This is an optimization exercise on Yosys and OpenROAD, whose aim is small area, a short achievable clock period and few clock cycles per item, not a production implementation.
No functional check of the RTL was part of any run shown here.

==> flow/design.v, too long to show whole: its modules and the start of the top module <==
// module barrett_reduce_pipe: 1176 lines
// module csa_fa: 10 lines
module barrett_reduce_pipe (
    input  logic        clk,
    input  logic        rst,
    input  logic        in_valid,
    input  logic [63:0] in_data,
    output logic        in_ready,
    output logic        out_valid,
    output logic [31:0] out_data,
    input  logic        out_ready,
    output logic        out_err
);
  // ...
==> flow/run.sh <==
#!/bin/bash
# synth_recipe.tcl (not shown) runs the flow's synth.tcl, then flattens the netlist and writes it again
# the make line also repeats each setting of config.mk as NAME=value (left out here)
make -C /OpenROAD-flow-scripts/flow DESIGN_CONFIG=/design/flow/config.mk WORK_HOME=/design/flow/orfs CLKGATE_MAP_FILE= SYNTH_SCRIPT=/design/flow/synth_recipe.tcl finish
==> flow/config.mk <==
export PLATFORM = sky130hd
export DESIGN_NAME = barrett_reduce_pipe
export DESIGN_NICKNAME = barrett_reduce_pipe
export VERILOG_FILES = /design/flow/design.v
export SDC_FILE = /design/flow/constraint.sdc
export NUM_CORES = 4
export LEC_CHECK = 0
export CAP_MARGIN = 20
export CORE_MARGIN = 2
export CORE_UTILIZATION = 40
export SLEW_MARGIN = 20
export SYNTH_HIERARCHICAL = 1
export SYNTH_MINIMUM_KEEP_SIZE = 0
==> flow/constraint.sdc <==
create_clock -name core_clock -period 9.0 [get_ports {clk}]
set_input_delay 1.8000 -clock core_clock [delete_from_list [all_inputs] [get_ports {clk}]]
set_output_delay 1.8000 -clock core_clock [all_outputs]
set_load 0.01 [all_outputs]
==> run_summary.xml, run 1 <==
<?xml version="1.0" encoding="UTF-8"?>
<metrics>
  <group name="cells_and_area">
    <metric name="instances_no_fill" unit="">2131</metric>
    <metric name="buffers_excl_clock" unit="">124</metric>
  </group>
  <group name="routing">
    <metric name="detailedRoute.firstPassIterationCount" unit="">8</metric>
    <metric name="wl" unit="mm">47.72</metric>
    <metric name="routed-via-count" unit="">12578</metric>
  </group>
  <group name="logic_synthesis">
    <metric name="synth_compound_gate_area_share" unit="">0.1460</metric>
    <metric name="muxShareOfSynthArea" unit="">0.03371</metric>
  </group>
  <group name="hold_path">
    <metric name="min-delay-path-class" unit="">register to register</metric>
  </group>
  <group name="critical_path">
    <metric name="worst_r2r_path_depth" unit="">19</metric>
    <metric name="critPathMaxFanout" unit="">24</metric>
    <metric name="critical_path_arrival" unit="ns">7.39</metric>
    <metric name="worst_path_most_repeated_cell" unit="">fa_1</metric>
    <metric name="r2r_end" unit="">q_s2[16]</metric>
    <metric name="startpoint_type" unit="">register</metric>
    <metric name="crit_path_top_delay_cell" unit="">ha_1</metric>
    <metric name="setup.worst_path.end" unit="">q_s2[16]</metric>
  </group>
  <group name="floorplan">
    <metric name="floorplan.rows" unit="">75</metric>
    <metric name="tap-cell-count" unit="">539</metric>
    <metric name="floorplan.initialDensity" unit="">0.4070</metric>
  </group>
  <group name="timing">
    <metric name="min_period_over_period" unit="">0.8036</metric>
    <metric name="timing.setup.tns" unit="ns">0</metric>
  </group>
  <group name="clock_network">
    <metric name="clock_tree.root_cell" unit="">clkbuf_16</metric>
    <metric name="cts.repair.resized" unit="">0</metric>
  </group>
  <group name="global_route">
    <metric name="gr-max-usage-layer" unit="">met2</metric>
    <metric name="grt_antenna_before_repair" unit="">0</metric>
  </group>
  <group name="status">
    <metric name="result_of_the_run" unit="">timing/DRC/antenna clean</metric>
  </group>
</metrics>
==> run 2, diff against run 1 <==
--- a/flow/config.mk
+++ b/flow/config.mk
@@ -6,4 +6,5 @@
 export NUM_CORES = 4
 export LEC_CHECK = 0
+export ABC_CLOCK_PERIOD_IN_PS = 4000
 export CAP_MARGIN = 20
 export CORE_MARGIN = 2
==> run 2 against run 1 <==
  * Final area stayed put
  * First-iteration DRC count is the same
  * Worst hold slack unchanged
  * Die area stayed put
  * Highest routed layer unchanged
  * Clock skew unchanged
  * Area after synthesis unchanged
==> run_summary.xml, run 2 <==
<?xml version="1.0" encoding="UTF-8"?>
<metrics>
  <group name="logic_synthesis">
    <metric name="synth-edff-count" unit="">150</metric>
    <metric name="synth_warnings" unit="">7</metric>
    <metric name="synth_seq_cells" unit="">153</metric>
    <metric name="netlist_area_pre_place" unit="mm^2">0.01711</metric>
    <metric name="synthDominantCellAreaShare" unit="">0.3159</metric>
    <metric name="netlist_top_cells_area" unit="">fa_1 32%, edfxtp_1 26%, ha_1 3.3%, nand2_1 2.2%, inv_1 2.1%</metric>
    <metric name="ys_seq_area_frac" unit="">0.2676</metric>
    <metric name="async_reset_ff_frac" unit="">0.01961</metric>
    <metric name="yosys.cell_count.top_type" unit="">fa_1</metric>
    <metric name="yosysUniqueCellTypes" unit="">107</metric>
    <metric name="postSynthCellCount" unit="">1514</metric>
    <metric name="netlist_top_cells_count" unit="">270 x fa_1, 150 x edfxtp_1, 101 x nand2_1</metric>
    <metric name="synth_flop_cell" unit="">edfxtp_1</metric>
    <metric name="mean_instance_size_in_the_synthesized_netlist" unit="um^2">11.30</metric>
    <metric name="synth_area_leader_cell" unit="">fa_1</metric>
  </group>
  <group name="critical_path">
    <metric name="timing.critical_path.cells" unit="">fa_1 &gt; inv_1 &gt; fa_1 &gt; buf_4 &gt; inv_1 &gt; ha_1 &gt; inv_1 &gt; a211oi_1 &gt; a211oi_1 &gt; o21ai_0 &gt; nand2_1 &gt; a31oi_1 &gt; o221ai_1 &gt; a21boi_0 &gt; a311o_1 &gt; fa_1 &gt; fa_1 &gt; fa_1 &gt; fa_1</metric>
    <metric name="end_kind" unit="">register</metric>
    <metric name="rr_startpoint" unit="">q_m17v[0]</metric>
    <metric name="critical_path_arrival" unit="ns">7.39</metric>
    <metric name="critPathLaunch" unit="">q_m17v[0]</metric>
    <metric name="crit_type" unit="">register to register</metric>
    <metric name="path_delay_family" unit="">adder cells</metric>
    <metric name="critPathMaxFanout" unit="">24</metric>
    <metric name="startpoint_type" unit="">register</metric>
    <metric name="worst_path_most_repeated_cell" unit="">fa_1</metric>
    <metric name="crit_required" unit="ns">9.16</metric>
    <metric name="crit_buf_inv" unit="">4</metric>
    <metric name="crit_path_top_delay_cell" unit="">ha_1</metric>
    <metric name="timing.critical_path.slowest_cell_delay" unit="ns">0.88</metric>
  </group>
  <group name="place">
    <metric name="io_buffers" unit="">100</metric>
    <metric name="dpl.hpwl" unit="mm">37.79</metric>
    <metric name="gp_congestion" unit="">0.9329</metric>
    <metric name="place_inst" unit="">2099</metric>
  </group>
  <group name="flow_run">
    <metric name="max_cap_viol_count" unit="">0</metric>
  </group>
  <group name="timing">
    <metric name="timing.setup.tns" unit="ns">0</metric>
    <metric name="timing.fmax" unit="GHz">0.1383</metric>
    <metric name="min_period_over_period" unit="">0.8036</metric>
    <metric name="setup_violations" unit="">0</metric>
    <metric name="timing.max_slew.rel_slack" unit="">0.3458</metric>
    <metric name="timing.clock.skew" unit="ns">0.009294</metric>
    <metric name="report.final.slew_viol_count" unit="">0</metric>
    <metric name="post-route-min-period" unit="ns">7.232</metric>
    <metric name="rsz0062_at_grt" unit="">false</metric>
    <metric name="timing_worst_slew_pin_value" unit="ns">0.9744</metric>
    <metric name="hold_viol_final" unit="">0</metric>
  </group>
  <group name="global_route">
    <metric name="grt_start_max_net_pins" unit="">73</metric>
    <metric name="sum_of_overflow_across_all_layers_after_global_routing" unit="">0</metric>
    <metric name="grt_pass1_wl" unit="mm">75.53</metric>
    <metric name="gr-max-usage-layer" unit="">met2</metric>
    <metric name="groute.layer.met1.usage" unit="">0.3134</metric>
    <metric name="gr-usage-met2" unit="">0.3473</metric>
    <metric name="grt.total_usage" unit="">0.2226</metric>
    <metric name="grt.met3_usage" unit="">0.03553</metric>
    <metric name="grt_antenna_before_repair" unit="">0</metric>
    <metric name="grt_pass1_vias" unit="">12971</metric>
  </group>
  <group name="clock_network">
    <metric name="cts.sinks" unit="">153</metric>
    <metric name="worst_setup_hold_path_clk_slew" unit="ns">0.07</metric>
    <metric name="clk_latency" unit="ns">0.42</metric>
    <metric name="post_cts_hold_buffer_count" unit="">0</metric>
    <metric name="cts-buffers-inserted" unit="">17</metric>
    <metric name="cts_tree" unit="">done</metric>
    <metric name="cts_max_path_buffers" unit="">2</metric>
    <metric name="h-tree-depth" unit="">4</metric>
    <metric name="clock_tree.root_cell" unit="">clkbuf_16</metric>
    <metric name="postcts_setup_bufs" unit="">0</metric>
    <metric name="cts.repair.resized" unit="">0</metric>
  </group>
  <group name="routing">
    <metric name="vias_per_cell" unit="">5.902</metric>
    <metric name="drt_drc_violations_left" unit="">0</metric>
    <metric name="first_iter_violations" unit="">1070</metric>
    <metric name="wl" unit="mm">47.72</metric>
    <metric name="ant_nets" unit="">0</metric>
    <metric name="drt-wirelength-per-cell" unit="um">22.40</metric>
    <metric name="detailedRoute.firstPassIterationCount" unit="">8</metric>
    <metric name="routed-via-count" unit="">12578</metric>
  </group>
  <group name="floorplan">
    <metric name="chipWidth" unit="um">210.8</metric>
    <metric name="core_area" unit="mm^2">0.04204</metric>
    <metric name="floorplan.io_pins" unit="">103</metric>
    <metric name="floorplan.initialDensity" unit="">0.4070</metric>
    <metric name="total_die_area" unit="mm^2">0.04445</metric>
    <metric name="floorplan.rows" unit="">75</metric>
    <metric name="die_h" unit="um">210.8</metric>
  </group>
  <group name="hold_path">
    <metric name="min-delay-path-class" unit="">register to register</metric>
    <metric name="hold_start" unit="">q_err1</metric>
  </group>
  <group name="cells_and_area">
    <metric name="registers_with_the_most_flip_flops" unit="">q_s1 (31), q_s2 (31), q_res (30)</metric>
    <metric name="commonest_cells_after_routing_fill_and_taps_aside" unit="">270 x fa_1, 150 x edfxtp_1, 101 x nand2_1</metric>
    <metric name="final.fill_count" unit="">3878</metric>
    <metric name="final_nets" unit="">1962</metric>
    <metric name="fin_util" unit="">0.4555</metric>
    <metric name="instances_no_fill" unit="">2131</metric>
    <metric name="layout.cells.most_common" unit="">fa_1</metric>
    <metric name="areaGrowthSynthToFinish" unit="%">11.91</metric>
    <metric name="layout-drive-gt1-share" unit="">0.07161</metric>
    <metric name="n_antenna_cell" unit="">0</metric>
  </group>
  <group name="status">
    <metric name="result_of_the_run" unit="">timing/DRC/antenna clean</metric>
  </group>
</metrics>
==> run 2: cell counts in the layout (fill, tap and decap cells not counted) <==
No cell type changed its count.
==> run 2: final timing paths <==
path                       slack, ns        to  cells after the start
max                             1.77  q_s2[16]                     19
min in group asynchronous       1.55      r_v3                      2
max reg2reg                     1.77  q_s2[16]                     19
max in group asynchronous       7.32      r_v2                      2
min reg2reg                     0.44    q_err2                      0
min                             0.44    q_err2                      0
==> run 2: layout make-up <==
class / count / area (um^2) / share of cell area
sequential: 153 / 4579 / 0.2392
clock inverter: 14 / 112.6 / 0.005881
timing repair buffer: 124 / 1181 / 0.06168
clock buffer: 18 / 429.2 / 0.02241
inverter: 98 / 367.9 / 0.01921
multi-input combinational: 1185 / 11800 / 0.6164
tap: 539 / 674.4 / 0.03522
==> run 2: layer usage <==
layer	share of wire	vias up
met4	0.037	0
met1	0.44	6264
met3	0.067	101
met5	0	-
li1	-	5618
met2	0.46	595
==> run 2: cell families (layout without fill, tap and decap cells) <==
kind of cell               Yosys count  count (layout)  synth area share
and+or+nand+nor                    404             404            0.1220
AOI/OAI and AO/OA                  348             348            0.1460
adders and majority gates          316             316            0.3494
buffers and inverters              187             254           0.04687
DFF                                153             153            0.2676
xor gates and xnor gates            60              60           0.03408
muxes                               45              45           0.03371
other                                1              12         0.0002192
==> run 2: Yosys stat by module (local to each module, per instance) <==
module | copies in the design | flops+latches | area (um^2) | cells
barrett_reduce_pipe | 1 | 153 | 11810 | 1249
csa_fa | 265 | 0 | 20.02 | 1
==> run 2: metrics by stage <==
step | area (um^2) | worst slack, ns | hold WS [ns]
2_1_floorplan | 17150 | 2.378 | 0.4003
3_3_place_gp | 18610 | 2.039 | 0.4067
3_5_place_dp | 18610 | 1.866 | 0.4288
4_1_cts | 19150 | 1.845 | 0.4503
5_1_grt | 19150 | 1.250 | 0.4619
6_report | 19150 | 1.768 | 0.4402

## separate check: timing with driven ports
The results above use ideal ports. As a check the final layouts listed here were re-extracted and re-timed, cells and wires unchanged.
Step 1 assumes that a clkbuf_16 drives the clock port and a buf_2 every other input.
Step 2 also shifts input and output timing later by t, the mid clock arrival at the registers, as if the neighbouring blocks saw the same clock.
Three values: ideal, step 1, step 2; two values: the first two.
run | t (ns) | slack for setup (ns) | worst setup path after step 2 | slew at the worst register clock pin (ns) | worst slew at a driven data input, ns
run 1 | 0.468 | 1.768 / 1.768 / 1.768 | register to register | 0.07 / 0.07 | 0.05
run 2 | 0.468 | 1.768 / 1.768 / 1.768 | register to register | 0.07 / 0.07 | 0.05
After both steps setup and hold are still met in every run listed.
